What follows belongs to an exercise in optimizing a design on an open flow for a short achievable clock period and few clock cycles; a production flow would make more cautious choices.
Function was not checked in any run shown here: the RTL went through the layout flow alone.
Power figures rest on the tool's default switching activity, not on a simulated workload.

$ cat flow/design.v
localparam logic [3:0] ALU_ADD = 4'd0;
localparam logic [3:0] ALU_SUB = 4'd1;
localparam logic [3:0] ALU_AND = 4'd2;
localparam logic [3:0] ALU_OR  = 4'd3;
localparam logic [3:0] ALU_XOR = 4'd4;
localparam logic [3:0] ALU_SLT = 4'd5;
localparam logic [3:0] ALU_SLL = 4'd6;
localparam logic [3:0] ALU_SRL = 4'd7;
localparam logic [3:0] ALU_EQ  = 4'd8;
localparam logic [3:0] ALU_NE  = 4'd9;
localparam logic [3:0] ALU_LT  = 4'd10;
localparam logic [1:0] WB_ALU = 2'd0;
localparam logic [1:0] WB_MEM = 2'd1;
localparam logic [1:0] WB_IMM = 2'd2;
localparam logic [1:0] RUN   = 2'd0;
localparam logic [1:0] WAIT1 = 2'd1;
localparam logic [1:0] WAIT2 = 2'd2;
`timescale 1ns/10ps
module rv_core (
    input  logic        clk_cpu_i,
    input  logic        arst_n_i,
    input  logic [31:0] irom_inst_i,
    input  logic [31:0] dram_rdata_i,
    output logic [31:0] irom_addr_o,
    output logic [31:0] dram_addr_o,
    output logic [31:0] dram_wdata_o,
    output logic        dram_we_o,
    output logic        dram_re_o,
    output logic        debug_wb_have_inst_o,
    output logic [31:0] debug_wb_pc_o,
    output logic        debug_wb_ena_o,
    output logic [4:0]  debug_wb_reg_o,
    output logic [31:0] debug_wb_value_o
);
    localparam int NBTB = 4;
    logic [31:0] pc_f;
    logic [NBTB-1:0] btb_v;
    logic [30:0]     btb_tag [NBTB];
    logic [31:0]     btb_tgt [NBTB];
    logic [1:0]      btb_rr;
    logic            btb_alloc_q;
    logic            btb_inval_q;
    logic [NBTB-1:0] btb_inval_vec_q;
    logic [31:0]     btb_pc_q;
    logic [31:0]     btb_tgtw_q;
    logic            v_d;
    logic [31:0]     pc_d;
    logic [31:0]     inst_d;
    logic            bh_d;
    logic [NBTB-1:0] bhv_d;
    logic            v_e;
    logic            wr_e;
    logic            ena_e;
    logic            ld_e;
    logic            st_e;
    logic            br_e;
    logic            pred_e;
    logic            bq_e;
    logic            bn_e;
    logic            bl_e;
    logic            bh_e;
    logic [NBTB-1:0] bhv_e;
    logic [4:0]      rd_e;
    logic [31:0]     pc_e;
    logic [31:0]     tgt_e;
    logic [31:0]     alt_e;
    logic [31:0]     imm_e;
    logic [31:0]     rv1_e;
    logic [31:0]     rv2_e;
    logic            a_m_e, a_w_e, a_r_e;
    logic            b_m_e, b_w_e, b_r_e, b_i_e;
    logic            s_m_e, s_ml_e, s_w_e, s_r_e;
    logic            sub_e;
    logic            f_add_e, f_sll_e, f_slt_e, f_xor_e, f_srl_e, f_or_e, f_and_e, f_lui_e;
    logic            v_m;
    logic            wr_m;
    logic            ena_m;
    logic            ld_m;
    logic            st_m;
    logic [4:0]      rd_m;
    logic [31:0]     pc_m;
    logic [31:0]     alu_m;
    logic [31:0]     sd_m;
    logic            v_w;
    logic            wr_w;
    logic            ena_w;
    logic [4:0]      rd_w;
    logic [31:0]     pc_w;
    logic [31:0]     data_w;
    logic [31:0]     rf [32];
    logic [NBTB-1:0] hitv_f;
    logic            hit_f;
    logic [31:0]     btgt_f;
    always_comb begin
        btgt_f = '0;
        for (int i = 0; i < NBTB; i++) begin
            hitv_f[i] = btb_v[i] && (btb_tag[i] == pc_f[31:1]);
            btgt_f    = btgt_f | (btb_tgt[i] & {32{hitv_f[i]}});
        end
        hit_f = |hitv_f;
    end
    assign irom_addr_o = pc_f;
    logic [6:0]  opc_d;
    logic [2:0]  f3_d;
    logic [4:0]  rs1_d, rs2_d, rd_d;
    logic        is_op_d, is_imm_d, is_lui_d, is_ld_d, is_st_d, is_br_d, is_alu_d;
    logic        use1_d, use2_d, rfwe_d, bimm_d;
    logic [31:0] imm_d;
    logic [31:0] bimm_val_d;
    logic [31:0] tgt_d;
    logic [31:0] pc4_d;
    logic        pred_d;
    logic        bt_d;
    logic        badpred_d;
    logic        stall_d;
    logic        dred;
    logic [31:0] dred_tgt;
    logic [31:0] rv1_d, rv2_d;
    logic        me1, me2, mm1, mm2;
    assign opc_d = inst_d[6:0];
    assign f3_d  = inst_d[14:12];
    assign rd_d  = inst_d[11:7];
    assign rs1_d = inst_d[19:15];
    assign rs2_d = inst_d[24:20];
    assign is_op_d  = (opc_d == 7'b0110011);
    assign is_imm_d = (opc_d == 7'b0010011);
    assign is_lui_d = (opc_d == 7'b0110111);
    assign is_ld_d  = (opc_d == 7'b0000011);
    assign is_st_d  = (opc_d == 7'b0100011);
    assign is_br_d  = (opc_d == 7'b1100011);
    assign is_alu_d = is_op_d | is_imm_d;
    assign use1_d = is_alu_d | is_ld_d | is_st_d | is_br_d;
    assign use2_d = is_op_d | is_br_d;
    assign rfwe_d = is_alu_d | is_lui_d | is_ld_d;
    assign bimm_d = is_imm_d | is_ld_d | is_st_d | is_lui_d;
    always_comb begin
        if (is_st_d)
            imm_d = {{20{inst_d[31]}}, inst_d[31:25], inst_d[11:7]};
        else if (is_lui_d)
            imm_d = {inst_d[31:12], 12'h000};
        else
            imm_d = {{20{inst_d[31]}}, inst_d[31:20]};
    end
    assign bimm_val_d = {{20{inst_d[31]}}, inst_d[7], inst_d[30:25], inst_d[11:8], 1'b0};
    assign tgt_d      = pc_d + bimm_val_d;
    assign pc4_d      = pc_d + 32'd4;
    always_comb begin
        if (rs1_d == 5'd0)
            rv1_d = '0;
        else if (wr_w && rd_w == rs1_d)
            rv1_d = data_w;
        else
            rv1_d = rf[rs1_d];
        if (rs2_d == 5'd0)
            rv2_d = '0;
        else if (wr_w && rd_w == rs2_d)
            rv2_d = data_w;
        else
            rv2_d = rf[rs2_d];
    end
    assign me1 = wr_e && (rd_e == rs1_d);
    assign me2 = wr_e && (rd_e == rs2_d);
    assign mm1 = wr_m && (rd_m == rs1_d);
    assign mm2 = wr_m && (rd_m == rs2_d);
    assign stall_d = v_d && ld_e && ((use1_d && me1) || (use2_d && me2));
    assign bt_d      = v_d && is_br_d && !bh_d && inst_d[31];
    assign badpred_d = v_d && bh_d && !is_br_d;
    assign pred_d    = is_br_d && (bh_d || inst_d[31]);
    logic [31:0] op_a, op_b, sdata_e;
    logic [31:0] sum_e, res_e;
    logic        lt_e, eq_e, taken_e, mis_e;
    assign op_a = ({32{a_m_e}} & alu_m) | ({32{a_w_e}} & data_w) | ({32{a_r_e}} & rv1_e);
    assign op_b = ({32{b_m_e}} & alu_m) | ({32{b_w_e}} & data_w) | ({32{b_r_e}} & rv2_e)
                | ({32{b_i_e}} & imm_e);
    assign sdata_e = ({32{s_ml_e}} & dram_rdata_i) | ({32{s_m_e}} & alu_m)
                   | ({32{s_w_e}} & data_w) | ({32{s_r_e}} & rv2_e);
    assign sum_e = op_a + (op_b ^ {32{sub_e}}) + {31'd0, sub_e};
    assign lt_e  = $signed(op_a) < $signed(op_b);
    assign eq_e  = (op_a == op_b);
    assign res_e = ({32{f_add_e}} & sum_e)
                 | ({32{f_sll_e}} & (op_a << op_b[4:0]))
                 | ({32{f_srl_e}} & (op_a >> op_b[4:0]))
                 | ({32{f_slt_e}} & {31'd0, lt_e})
                 | ({32{f_xor_e}} & (op_a ^ op_b))
                 | ({32{f_or_e}}  & (op_a | op_b))
                 | ({32{f_and_e}} & (op_a & op_b))
                 | ({32{f_lui_e}} & imm_e);
    assign taken_e = (bq_e && eq_e) || (bn_e && !eq_e) || (bl_e && lt_e);
    assign mis_e   = br_e && (taken_e != pred_e);
    assign dred     = !mis_e && !stall_d && (bt_d || badpred_d);
    assign dred_tgt = bt_d ? tgt_d : pc4_d;
    always_ff @(posedge clk_cpu_i or negedge arst_n_i) begin
        if (!arst_n_i) begin
            pc_f <= 32'h0000_0000;
            v_d  <= 1'b0;
        end else begin
            if (mis_e)
                pc_f <= alt_e;
            else if (dred)
                pc_f <= dred_tgt;
            else if (!stall_d)
                pc_f <= hit_f ? btgt_f : pc_f + 32'd4;
            if (mis_e || dred)
                v_d <= 1'b0;
            else if (!stall_d)
                v_d <= 1'b1;
        end
    end
    always_ff @(posedge clk_cpu_i) begin
        if (!stall_d) begin
            pc_d   <= pc_f;
            inst_d <= irom_inst_i;
            bh_d   <= hit_f;
            bhv_d  <= hitv_f;
        end
    end
    always_ff @(posedge clk_cpu_i or negedge arst_n_i) begin
        if (!arst_n_i) begin
            btb_v       <= '0;
            btb_rr      <= '0;
            btb_alloc_q <= 1'b0;
            btb_inval_q <= 1'b0;
        end else begin
            btb_alloc_q <= br_e && taken_e && !bh_e;
            btb_inval_q <= br_e && !taken_e && bh_e;
            if (btb_alloc_q) begin
                btb_v[btb_rr] <= 1'b1;
                btb_rr        <= btb_rr + 2'd1;
            end else if (btb_inval_q) begin
                btb_v <= btb_v & ~btb_inval_vec_q;
            end
        end
    end
    always_ff @(posedge clk_cpu_i) begin
        btb_inval_vec_q <= bhv_e;
        btb_pc_q        <= pc_e;
        btb_tgtw_q      <= tgt_e;
        if (btb_alloc_q) begin
            btb_tag[btb_rr] <= btb_pc_q[31:1];
            btb_tgt[btb_rr] <= btb_tgtw_q;
        end
    end
    logic go_d;
    assign go_d = v_d && !stall_d && !mis_e;
    always_ff @(posedge clk_cpu_i or negedge arst_n_i) begin
        if (!arst_n_i) begin
            v_e  <= 1'b0;
            wr_e <= 1'b0;
            ld_e <= 1'b0;
            st_e <= 1'b0;
            br_e <= 1'b0;
        end else begin
            v_e  <= go_d;
            wr_e <= go_d && rfwe_d && (rd_d != 5'd0);
            ld_e <= go_d && is_ld_d;
            st_e <= go_d && is_st_d;
            br_e <= go_d && is_br_d;
        end
    end
    always_ff @(posedge clk_cpu_i) begin
        ena_e   <= rfwe_d;
        pred_e  <= pred_d;
        bq_e    <= (f3_d == 3'b000);
        bn_e    <= (f3_d == 3'b001);
        bl_e    <= (f3_d[2:1] != 2'b00);
        bh_e    <= bh_d;
        bhv_e   <= bhv_d;
        rd_e    <= rd_d;
        pc_e    <= pc_d;
        tgt_e   <= tgt_d;
        alt_e   <= pred_d ? pc4_d : tgt_d;
        imm_e   <= imm_d;
        rv1_e   <= rv1_d;
        rv2_e   <= rv2_d;
        a_m_e   <= me1 && !ld_e;
        a_w_e   <= !me1 && mm1;
        a_r_e   <= !me1 && !mm1;
        b_i_e   <= bimm_d;
        b_m_e   <= !bimm_d && me2 && !ld_e;
        b_w_e   <= !bimm_d && !me2 && mm2;
        b_r_e   <= !bimm_d && !me2 && !mm2;
        s_ml_e  <= me2 && ld_e;
        s_m_e   <= me2 && !ld_e;
        s_w_e   <= !me2 && mm2;
        s_r_e   <= !me2 && !mm2;
        sub_e   <= is_op_d && (f3_d == 3'b000) && inst_d[30];
        f_add_e <= is_alu_d ? (f3_d == 3'b000 || f3_d == 3'b011) : !is_lui_d;
        f_sll_e <= is_alu_d && (f3_d == 3'b001);
        f_slt_e <= is_alu_d && (f3_d == 3'b010);
        f_xor_e <= is_alu_d && (f3_d == 3'b100);
        f_srl_e <= is_alu_d && (f3_d == 3'b101);
        f_or_e  <= is_alu_d && (f3_d == 3'b110);
        f_and_e <= is_alu_d && (f3_d == 3'b111);
        f_lui_e <= is_lui_d;
    end
    always_ff @(posedge clk_cpu_i or negedge arst_n_i) begin
        if (!arst_n_i) begin
            v_m  <= 1'b0;
            wr_m <= 1'b0;
            ld_m <= 1'b0;
            st_m <= 1'b0;
        end else begin
            v_m  <= v_e;
            wr_m <= wr_e;
            ld_m <= ld_e;
            st_m <= st_e;
        end
    end
    always_ff @(posedge clk_cpu_i) begin
        ena_m <= ena_e;
        rd_m  <= rd_e;
        pc_m  <= pc_e;
        alu_m <= res_e;
        sd_m  <= sdata_e;
    end
    assign dram_addr_o  = alu_m;
    assign dram_wdata_o = sd_m;
    assign dram_we_o    = st_m;
    assign dram_re_o    = ld_m;
    always_ff @(posedge clk_cpu_i or negedge arst_n_i) begin
        if (!arst_n_i) begin
            v_w  <= 1'b0;
            wr_w <= 1'b0;
        end else begin
            v_w  <= v_m;
            wr_w <= wr_m;
        end
    end
    always_ff @(posedge clk_cpu_i) begin
        ena_w  <= ena_m;
        rd_w   <= rd_m;
        pc_w   <= pc_m;
        data_w <= ld_m ? dram_rdata_i : alu_m;
        if (wr_w)
            rf[rd_w] <= data_w;
    end
    assign debug_wb_have_inst_o = v_w;
    assign debug_wb_pc_o        = pc_w;
    assign debug_wb_ena_o       = ena_w;
    assign debug_wb_reg_o       = rd_w;
    assign debug_wb_value_o     = data_w;
endmodule
$ cat flow/run.sh
#!/bin/bash
# synth_recipe.tcl (not shown) runs the flow's synth.tcl, then flattens the netlist and writes it again
# the make line also repeats each setting of config.mk as NAME=value (left out here)
make -C /OpenROAD-flow-scripts/flow DESIGN_CONFIG=/design/flow/config.mk WORK_HOME=/design/flow/orfs CLKGATE_MAP_FILE= SYNTH_SCRIPT=/design/flow/synth_recipe.tcl finish
$ cat flow/config.mk
export PLATFORM = sky130hd
export DESIGN_NAME = rv_core
export DESIGN_NICKNAME = rv_core
export VERILOG_FILES = /design/flow/design.v
export SDC_FILE = /design/flow/constraint.sdc
export NUM_CORES = 4
export LEC_CHECK = 0
export ABC_CLOCK_PERIOD_IN_PS = 2500
export CAP_MARGIN = 20
export CORE_MARGIN = 2
export CORE_UTILIZATION = 40
export SETUP_SLACK_MARGIN = 4.6
export SLEW_MARGIN = 20
$ cat flow/constraint.sdc
create_clock -name core_clock -period 7.5 [get_ports {clk_cpu_i}]
set_input_delay 1.5000 -clock core_clock [delete_from_list [all_inputs] [get_ports {clk_cpu_i}]]
set_output_delay 1.5000 -clock core_clock [all_outputs]
set_load 0.01 [all_outputs]
==> results of run 1 <==
cells in the final DEF (no fill, tap or decap), types with 128 or more instances in the layout:
cell / count
edfxtp_1: 1345
mux4_2: 635
buf_4: 447
dfxtp_1: 355
nand2_1: 292
nor2_1: 253
clkbuf_16: 206
xor2_1: 183
a22oi_1: 168
buf_6: 164
a21oi_1: 128
critical path, stage by stage, from the launching register on:
cell	delay, ps
dfxtp_4	380
buf_4	210
a22oi_1	230
nand2_2	130
ha_4	250
or4_4	600
nor4_4	330
mux2i_2	380
nor3b_2	90
a31oi_1	150
o211ai_1	190
buf_4	210
buf_12	150
nand3b_1	260
nor4_1	320
power by group through the flow:
stage | registers (uW) | clock network (uW) | logic (uW)
final | 13800 | 9520 | 10000
after global routing | 13900 | 10000 | 10400
after CTS | 13800 | 9620 | 9200
after detailed placement | 14300 | 0 | 5980
after global placement | 14200 | 0 | 5970
after floorplan | 14000 | 0 | 3090
cell usage after synthesis (57+ instances only):
library cell / n / share of area (%)
edfxtp_1: 1345 / 48
mux4_2: 635 / 17
dfxtp_1: 432 / 10
nand2_1: 357 / 1.6
nor2_1: 293 / 1.3
clkbuf_1: 239 / 1.1
a22oi_1: 210 / 1.9
mux2i_1: 191 / 2.3
xor2_1: 191 / 2.0
ha_1: 167 / 2.5
a21oi_1: 166 / 0.98
inv_1: 107 / 0.47
xnor2_1: 92 / 0.95
o21ai_0: 90 / 0.53
a211oi_1: 86 / 0.76
buf_1: 75 / 0.33
nand3_1: 68 / 0.40
mux2_2: 60 / 0.80
buf_2: 57 / 0.34
final timing paths:
kind                       startpoint        endpoint  slack, ps  depth (start not counted)
min in group asynchronous    arst_n_i             v_d        870                          2
min                         tgt_e[13]  btb_tgtw_q[13]        290                          0
max in group asynchronous    arst_n_i         pc_f[6]       5900                          2
max reg2reg                     a_m_e            ld_e       3520                         14
min reg2reg                 tgt_e[13]  btb_tgtw_q[13]        290                          0
max                             a_m_e            ld_e       3520                         14
through the flow:
step / total power, uW / area [um2] / util, % / worst slack, ps
final: 33400 / 107000 / 51.1 / 3520
after CTS: 32600 / 105000 / 50.1 / 3810
after global routing: 34300 / 107000 / 51.1 / 3480
after global placement: 20200 / 90900 / 43.3 / 2420
after floorplan: 17100 / 85200 / - / 4020
after detailed placement: 20300 / 90900 / 43.3 / 2380
layout make-up:
class                      count  share of cell area [%]
sequential                  1829                    47.2
multi-input combinational   3251                    33.4
timing repair buffer         939                    9.78
clock buffer                 247                    4.75
tap                         2805                    3.27
clock inverter               109                    1.10
inverter                     111                   0.411
antenna                        6                  0.0140
kinds of logic (layout without fill, tap and decap cells):
kind of cell | count (synthesis) | count (layout) | synth area share, %
XOR/XNOR | 283 | 283 | 2.93
adder cells (fa/ha/maj) | 169 | 169 | 2.52
buffers and inverters | 482 | 1406 | 2.22
other | 0 | 6 | 0
AO/OA/AOI/OAI | 893 | 893 | 7.40
multiplexers | 886 | 886 | 19.9
flip-flops | 1829 | 1829 | 59.5
AND/OR/NAND/NOR | 1014 | 1020 | 5.54
metal layers:
| layer | global-route usage [%] | vias to the layer above | share of wire (%) |
|---|---|---|---|
| met5 | 0 | - | 0.021 |
| met4 | 11.9 | 10 | 4.8 |
| met3 | 7.69 | 735 | 13 |
| met2 | 43.3 | 4231 | 44 |
| met1 | 40.8 | 30700 | 38 |
| li1 | - | 23700 | - |
what timing repair did:
item                        CTS  global route
cloned                       51            15
pin swaps                   130            79
setup endpoints to repair   687           364
hold buffers                  0             0
gates resized for setup    1667           209
setup buffers               373           119
==> impl_metrics.ini, run 1 <==
[setup_path]
worstSetupStartpointType = flip-flop
critPathCaptureType = flip-flop
path_class = flip-flop to flip-flop
worst-path-max-fanout = 15
worstPathRequired_ps = 8240
arrival_ps = 4720

[floorplan]
core.rowCount = 168
die_w_um = 464
pin_count = 235
start_util_pct = 40.3
die_h_um = 464
core_area_um2 = 210000
dieArea_um2 = 215000

[yosys]
synth-async-reset-ratio_pct = 2.84
ys.flop_type = edfxtp_1
synth_edf_count = 1345
yosys_warnings = 1
netlist_instances = 5556
synth_nets = 5791
avgSynthCellArea_um2 = 15.2
synth_seq_cells = 1829
ys_seq_area_share_pct = 59.5
ys_types = 87
netlist_area_um2 = 84700

[clock_tree]
insertion_delay_ps = 870
clockBufferDepth = 3
cts-htree-levels = 4
clk_pin_slew_ps = 70
cts-root-buf = clkbuf_16
cts_tree = built
clock_sinks = 1829
cts-buffers-inserted = 190

[placement]
portBuffers = 234
hpwl_um = 182000
place.gp.congestion = 1.02
dp.cells = 8376

[timing]
slew_headroom_pct = 23.5
fin_skew_ps = 80.7
holdWs_ps = 286
final.min_clock_period_ps = 3980
max_freq_mhz = 251
maxSlewViolCount = 0
hold_viol = 0
tightestPinTransition_ps = 1150
post-route-period-util_pct = 53.1
tns_ps = 0
setup_violations = 0
rsz0062_at_grt = true

[power]
powerDensity_nw_per_um2 = 311
p_comb_share_pct = 30.0
p_leak_uw = 0.0381
internal-power_uw = 22600
p_switching_uw = 10700
p_clk_share_pct = 28.5
ir_worst_vdd_v = 0.000233
p_seq_share_pct = 41.5
swShare_pct = 32.2

[global_route]
grt_pass1_wl_um = 445000
overflow = 0
grt_pass1_vias = 56900
grt_max_degree = 64
antenna_found_initial = 27
gr-usage-all-layers_pct = 29.2

[detailed_routing]
drt_first_pass_iters = 8
wl_per_cell_um = 35.1
ant_nets = 0
drc = 0
viasPerCell = 6.38
first_iter_violations = 9175
wirelength_um = 326000
via_count = 59300

[flow_run]
drv_cap = 0

[min_path]
hp-class = flip-flop to flip-flop

[cells_and_area]
drive_gt1_share_pct = 37.7
largest_reg_flops = 1024
fillers = 17100
final_cells = 9297
seq_area_um2 = 50700
top_register = rf
nNetsFinal = 6557
top_regs = rf x1024, btb_tgt x128, btb_tag x124
multi_input_area_um2 = 35900
syn_to_final_growth_pct = 26.7

[outcome]
status = timing/DRC/antenna clean
==> run 2: changes to the inputs <==
--- a/flow/design.v
+++ b/flow/design.v
@@ -47,4 +47,5 @@
     logic [31:0]     pc_d;
     logic [31:0]     inst_d;
+    logic            pred_d;
     logic            bh_d;
     logic [NBTB-1:0] bhv_d;
@@ -68,7 +69,7 @@
     logic [31:0]     rv1_e;
     logic [31:0]     rv2_e;
-    logic            a_m_e, a_w_e, a_r_e;
-    logic            b_m_e, b_w_e, b_r_e, b_i_e;
-    logic            s_m_e, s_ml_e, s_w_e, s_r_e;
+    logic            a_ml_e, a_m_e, a_w_e, a_r_e;
+    logic            b_ml_e, b_m_e, b_w_e, b_r_e, b_i_e;
+    logic            s_ml_e, s_m_e, s_w_e, s_r_e;
     logic            sub_e;
     logic            f_add_e, f_sll_e, f_slt_e, f_xor_e, f_srl_e, f_or_e, f_and_e, f_lui_e;
@@ -92,4 +93,8 @@
     logic            hit_f;
     logic [31:0]     btgt_f;
+    logic            isbr_f;
+    logic            spred_f;
+    logic            pred_f;
+    logic [31:0]     stgt_f;
     always_comb begin
         btgt_f = '0;
@@ -100,4 +105,9 @@
         hit_f = |hitv_f;
     end
+    assign isbr_f  = (irom_inst_i[6:0] == 7'b1100011);
+    assign spred_f = isbr_f && (irom_inst_i[31] || irom_inst_i[14:12] == 3'b001);
+    assign stgt_f  = pc_f + {{20{irom_inst_i[31]}}, irom_inst_i[7], irom_inst_i[30:25],
+                             irom_inst_i[11:8], 1'b0};
+    assign pred_f  = spred_f || hit_f;
     assign irom_addr_o = pc_f;
     logic [6:0]  opc_d;
@@ -105,15 +115,9 @@
     logic [4:0]  rs1_d, rs2_d, rd_d;
     logic        is_op_d, is_imm_d, is_lui_d, is_ld_d, is_st_d, is_br_d, is_alu_d;
-    logic        use1_d, use2_d, rfwe_d, bimm_d;
+    logic        rfwe_d, bimm_d;
     logic [31:0] imm_d;
     logic [31:0] bimm_val_d;
     logic [31:0] tgt_d;
     logic [31:0] pc4_d;
-    logic        pred_d;
-    logic        bt_d;
-    logic        badpred_d;
-    logic        stall_d;
-    logic        dred;
-    logic [31:0] dred_tgt;
     logic [31:0] rv1_d, rv2_d;
     logic        me1, me2, mm1, mm2;
@@ -130,6 +134,4 @@
     assign is_br_d  = (opc_d == 7'b1100011);
     assign is_alu_d = is_op_d | is_imm_d;
-    assign use1_d = is_alu_d | is_ld_d | is_st_d | is_br_d;
-    assign use2_d = is_op_d | is_br_d;
     assign rfwe_d = is_alu_d | is_lui_d | is_ld_d;
     assign bimm_d = is_imm_d | is_ld_d | is_st_d | is_lui_d;
@@ -163,14 +165,11 @@
     assign mm1 = wr_m && (rd_m == rs1_d);
     assign mm2 = wr_m && (rd_m == rs2_d);
-    assign stall_d = v_d && ld_e && ((use1_d && me1) || (use2_d && me2));
-    assign bt_d      = v_d && is_br_d && !bh_d && inst_d[31];
-    assign badpred_d = v_d && bh_d && !is_br_d;
-    assign pred_d    = is_br_d && (bh_d || inst_d[31]);
     logic [31:0] op_a, op_b, sdata_e;
     logic [31:0] sum_e, res_e;
     logic        lt_e, eq_e, taken_e, mis_e;
-    assign op_a = ({32{a_m_e}} & alu_m) | ({32{a_w_e}} & data_w) | ({32{a_r_e}} & rv1_e);
-    assign op_b = ({32{b_m_e}} & alu_m) | ({32{b_w_e}} & data_w) | ({32{b_r_e}} & rv2_e)
-                | ({32{b_i_e}} & imm_e);
+    assign op_a = ({32{a_ml_e}} & dram_rdata_i) | ({32{a_m_e}} & alu_m)
+                | ({32{a_w_e}} & data_w) | ({32{a_r_e}} & rv1_e);
+    assign op_b = ({32{b_ml_e}} & dram_rdata_i) | ({32{b_m_e}} & alu_m)
+                | ({32{b_w_e}} & data_w) | ({32{b_r_e}} & rv2_e) | ({32{b_i_e}} & imm_e);
     assign sdata_e = ({32{s_ml_e}} & dram_rdata_i) | ({32{s_m_e}} & alu_m)
                    | ({32{s_w_e}} & data_w) | ({32{s_r_e}} & rv2_e);
@@ -188,6 +187,4 @@
     assign taken_e = (bq_e && eq_e) || (bn_e && !eq_e) || (bl_e && lt_e);
     assign mis_e   = br_e && (taken_e != pred_e);
-    assign dred     = !mis_e && !stall_d && (bt_d || badpred_d);
-    assign dred_tgt = bt_d ? tgt_d : pc4_d;
     always_ff @(posedge clk_cpu_i or negedge arst_n_i) begin
         if (!arst_n_i) begin
@@ -197,21 +194,19 @@
             if (mis_e)
                 pc_f <= alt_e;
-            else if (dred)
-                pc_f <= dred_tgt;
-            else if (!stall_d)
-                pc_f <= hit_f ? btgt_f : pc_f + 32'd4;
-            if (mis_e || dred)
-                v_d <= 1'b0;
-            else if (!stall_d)
-                v_d <= 1'b1;
+            else if (spred_f)
+                pc_f <= stgt_f;
+            else if (hit_f)
+                pc_f <= btgt_f;
+            else
+                pc_f <= pc_f + 32'd4;
+            v_d <= !mis_e;
         end
     end
     always_ff @(posedge clk_cpu_i) begin
-        if (!stall_d) begin
-            pc_d   <= pc_f;
-            inst_d <= irom_inst_i;
-            bh_d   <= hit_f;
-            bhv_d  <= hitv_f;
-        end
+        pc_d   <= pc_f;
+        inst_d <= irom_inst_i;
+        pred_d <= pred_f;
+        bh_d   <= hit_f;
+        bhv_d  <= hitv_f;
     end
     always_ff @(posedge clk_cpu_i or negedge arst_n_i) begin
@@ -222,5 +217,5 @@
             btb_inval_q <= 1'b0;
         end else begin
-            btb_alloc_q <= br_e && taken_e && !bh_e;
+            btb_alloc_q <= br_e && taken_e && !bh_e && !pred_e;
             btb_inval_q <= br_e && !taken_e && bh_e;
             if (btb_alloc_q) begin
@@ -242,5 +237,5 @@
     end
     logic go_d;
-    assign go_d = v_d && !stall_d && !mis_e;
+    assign go_d = v_d && !mis_e;
     always_ff @(posedge clk_cpu_i or negedge arst_n_i) begin
         if (!arst_n_i) begin
@@ -273,8 +268,10 @@
         rv1_e   <= rv1_d;
         rv2_e   <= rv2_d;
+        a_ml_e  <= me1 && ld_e;
         a_m_e   <= me1 && !ld_e;
         a_w_e   <= !me1 && mm1;
         a_r_e   <= !me1 && !mm1;
         b_i_e   <= bimm_d;
+        b_ml_e  <= !bimm_d && me2 && ld_e;
         b_m_e   <= !bimm_d && me2 && !ld_e;
         b_w_e   <= !bimm_d && !me2 && mm2;
==> run 2 against run 1 <==
Count of clock-buffer cells in the layout up 18. Clock skew up 12 ps. Still clean on timing, DRC and antenna. Routed wire length down 0.33%.
==> impl_metrics.ini, run 2 <==
[global_route]
grt_max_degree = 64
gr-max-usage-layer = met2
use_met3_pct = 7.30
overflow = 0
antenna_found_initial = 26
grt_pass1_vias = 57500
met1_usage_pct = 40.0
gr-usage-all-layers_pct = 29.2
use_met2_pct = 43.9
grt_pass1_wl_um = 447000

[timing]
tightestPinTransition_ps = 1160
rsz0062_at_grt = true
max_freq_mhz = 236
tns_ps = 0
hold_viol = 0
setup_violations = 0
fin_skew_ps = 92.3
final.min_clock_period_ps = 4240
maxSlewViolCount = 0
post-route-period-util_pct = 56.5
slew_headroom_pct = 22.6

[placement]
place_area_um2 = 91300
place.gp.congestion = 0.996
portBuffers = 234
hpwl_um = 185000

[cells_and_area]
nNetsFinal = 6637
top_regs = rf x1024, btb_tgt x128, btb_tag x124
fillers = 17400
top_register = rf
largest_reg_flops = 1024
syn_to_final_growth_pct = 26.9
layout_commonest_cell = edfxtp_1
design_area_um2 = 108000
final_cell_mix = 1276 x edfxtp_1, 640 x mux4_2, 423 x buf_4
drive_gt1_share_pct = 38.4

[setup_path]
slowest_stage = a22oi_1
arrival_ps = 4970
path_class = flip-flop to flip-flop
path_cells = a22oi_1 > nand2_2 > ha_4 > nor3_4 > and4b_2 > and3_4 > o41ai_2 > buf_4 > a32o_2 > a21oi_4 > mux2i_4 > buf_12 > buf_12 > buf_16 > nand2b_4 > nor4_2
worstPathRequired_ps = 8230
max_stage_delay_ps = 570
worst-path-max-fanout = 8
critPathCaptureType = flip-flop
critical_path.most_common_cell = buf_12
worstSetupStartpointType = flip-flop

[floorplan]
dieArea_um2 = 216000
core_area_um2 = 212000
core.rowCount = 169
start_util_pct = 40.2
die_w_um = 465
pin_count = 235
die_h_um = 465

[detailed_routing]
viasPerCell = 6.35
wirelength_um = 325000
drc = 0
wl_per_cell_um = 34.7
drt_first_pass_iters = 8
via_count = 59500
ant_nets = 0
first_iter_violations = 8428

[yosys]
avgSynthCellArea_um2 = 15.2
synthTopCellsByCount = 1276 x edfxtp_1, 640 x mux4_2, 504 x dfxtp_1
netlist_area_um2 = 85100
yosys_warnings = 1
synth_edf_count = 1276
netlist.top_cell.by_area = edfxtp_1
synth_most_common_cell = edfxtp_1
ys.flop_type = edfxtp_1
netlist_instances = 5610
synth-async-reset-ratio_pct = 2.84
synth_area_leaders = edfxtp_1 45%, mux4_2 17%, dfxtp_1 12%
synth_nets = 5876
synth_seq_cells = 1832
ys_seq_area_share_pct = 58.4
synth_top_cell_area_share_pct = 45.0
ys_types = 90

[min_path]
hp-class = flip-flop to flip-flop

[power]
ir_worst_vdd_v = 0.000256
p_leak_uw = 0.0387
finalPower_uw = 33900
powerDensity_nw_per_um2 = 314

[clock_tree]
clk_pin_slew_ps = 70
cts-htree-levels = 4
cts_hold_buffers = 0
clock_sinks = 1832
cts_tree = built
clockBufferDepth = 3
cts-buffers-inserted = 191
insertion_delay_ps = 890
cts-root-buf = clkbuf_16

[outcome]
status = timing/DRC/antenna clean

[flow_run]
drv_cap = 0
-- run 2: what timing repair did --
item,4_1_cts,5_1_grt
buffers inserted,398,94
pin swaps,203,137
gates cloned,58,9
endpoints found under the setup margin,851,261
resized for setup,1862,237
hold endpoints to repair,0,0
-- run 2: path summary, 6_finish.rpt --
path | startpoint | endpoint | slack, ps | depth (start not counted)
worst min register to register | tgt_e[14] | btb_tgtw_q[14] | 250 | 0
min in group asynchronous | arst_n_i | pc_f[31] | 760 | 2
worst max-delay path | a_w_e | br_e | 3260 | 16
worst max register to register | a_w_e | br_e | 3260 | 16
max in group asynchronous | arst_n_i | pc_f[6] | 6000 | 2
worst min-delay path | tgt_e[14] | btb_tgtw_q[14] | 250 | 0
-- run 2: area by class of cell --
cell class | instances | area [um2] | share of cell area [%]
Antenna cell | 11 | 27.5 | 0.0255
Clock buffer | 265 | 5380 | 4.98
Clock inverter | 93 | 976 | 0.904
Inverter | 113 | 463 | 0.429
Multi-Input combinational cell | 3294 | 36700 | 33.9
Sequential cell | 1832 | 50200 | 46.5
Tap cell | 2821 | 3530 | 3.27
Timing Repair Buffer | 937 | 10800 | 9.96
Timing Repair inverter | 2 | 32.5 | 0.0301
-- run 2: per-stage QoR --
step / hold slack (ps) / utilization (%) / std cells / setup WS (ps)
after floorplan: 310 / - / 5610 / 3270
after global placement: 310 / 43.1 / 8439 / 1750
after detailed placement: 312 / 43.1 / 8439 / 1660
after CTS: 263 / 50.0 / 9253 / 3370
after global routing: 269 / 51.0 / 9365 / 3250
final: 251 / 51.0 / 9368 / 3260
-- run 2: logic make-up (layout without fill, tap and decap cells) --
family / after synthesis / count (layout) / share of synthesized area [%]
compound gates: 983 / 983 / 8.19
xor+xnor: 312 / 312 / 3.21
fa+ha+maj: 200 / 200 / 2.97
buf+inv: 489 / 1410 / 2.36
flops: 1832 / 1832 / 58.4
mux: 873 / 873 / 19.8
other cells: 0 / 11 / 0
simple gates: 921 / 926 / 5.10
-- run 2: critical path, delay by kind of cell, from the launching register on --
kind	cells	cell delay [ps]
AND/OR/NAND/NOR	6	1330
AO/OA/AOI/OAI	4	1200
flip-flops	1	410
adder cells (fa/ha/maj)	1	330
multiplexers	1	290
buffers and inverters	4	530
-- run 2: layer usage --
metal | vias to the layer above | routed length (um)
li1 | 24000 | -
met1 | 31000 | 126000
met2 | 3794 | 145000
met3 | 724 | 36700
met4 | 20 | 17100
met5 | - | 126
-- run 2: report_power, final --
group	total, uW	switching (uW)	leakage [uW]	internal (uW)
sequential	13700	932	0.0164	12800
clock	9580	4200	0.00309	5380
combinational	10600	5730	0.0192	4850
total	33900	10900	0.0387	23000

separate check: timing with driven ports:
In the flow no input, the clock included, has a driving cell. The finished layouts below were timed again as built, in two steps. Step 1: set_driving_cell puts a clkbuf_16 on clk_cpu_i and a buf_2 on each other input, an assumption about the parent block. Step 2 also shifts input and output timing later by t, the mid clock arrival at the registers, as if the neighbouring blocks saw the same clock. Three values: ideal ports, drivers, drivers and shift; two values: the first two.
run	shift t [ns]	setup slack, ns	latest minus earliest clock arrival (ns)	worst data-port slew with drivers (ns)	cell pins on the clock port's net
run 1	0.923	3.520 / 3.520 / 3.520	0.082 / 0.082	0.24	1
run 2	0.935	3.259 / 3.259 / 2.369	0.096 / 0.096	0.22	1
After both steps setup and hold are still met in every run listed. The setup slack of run 2, which loses most, moves by 0.000 ns with the drivers and by -0.890 ns with both steps.
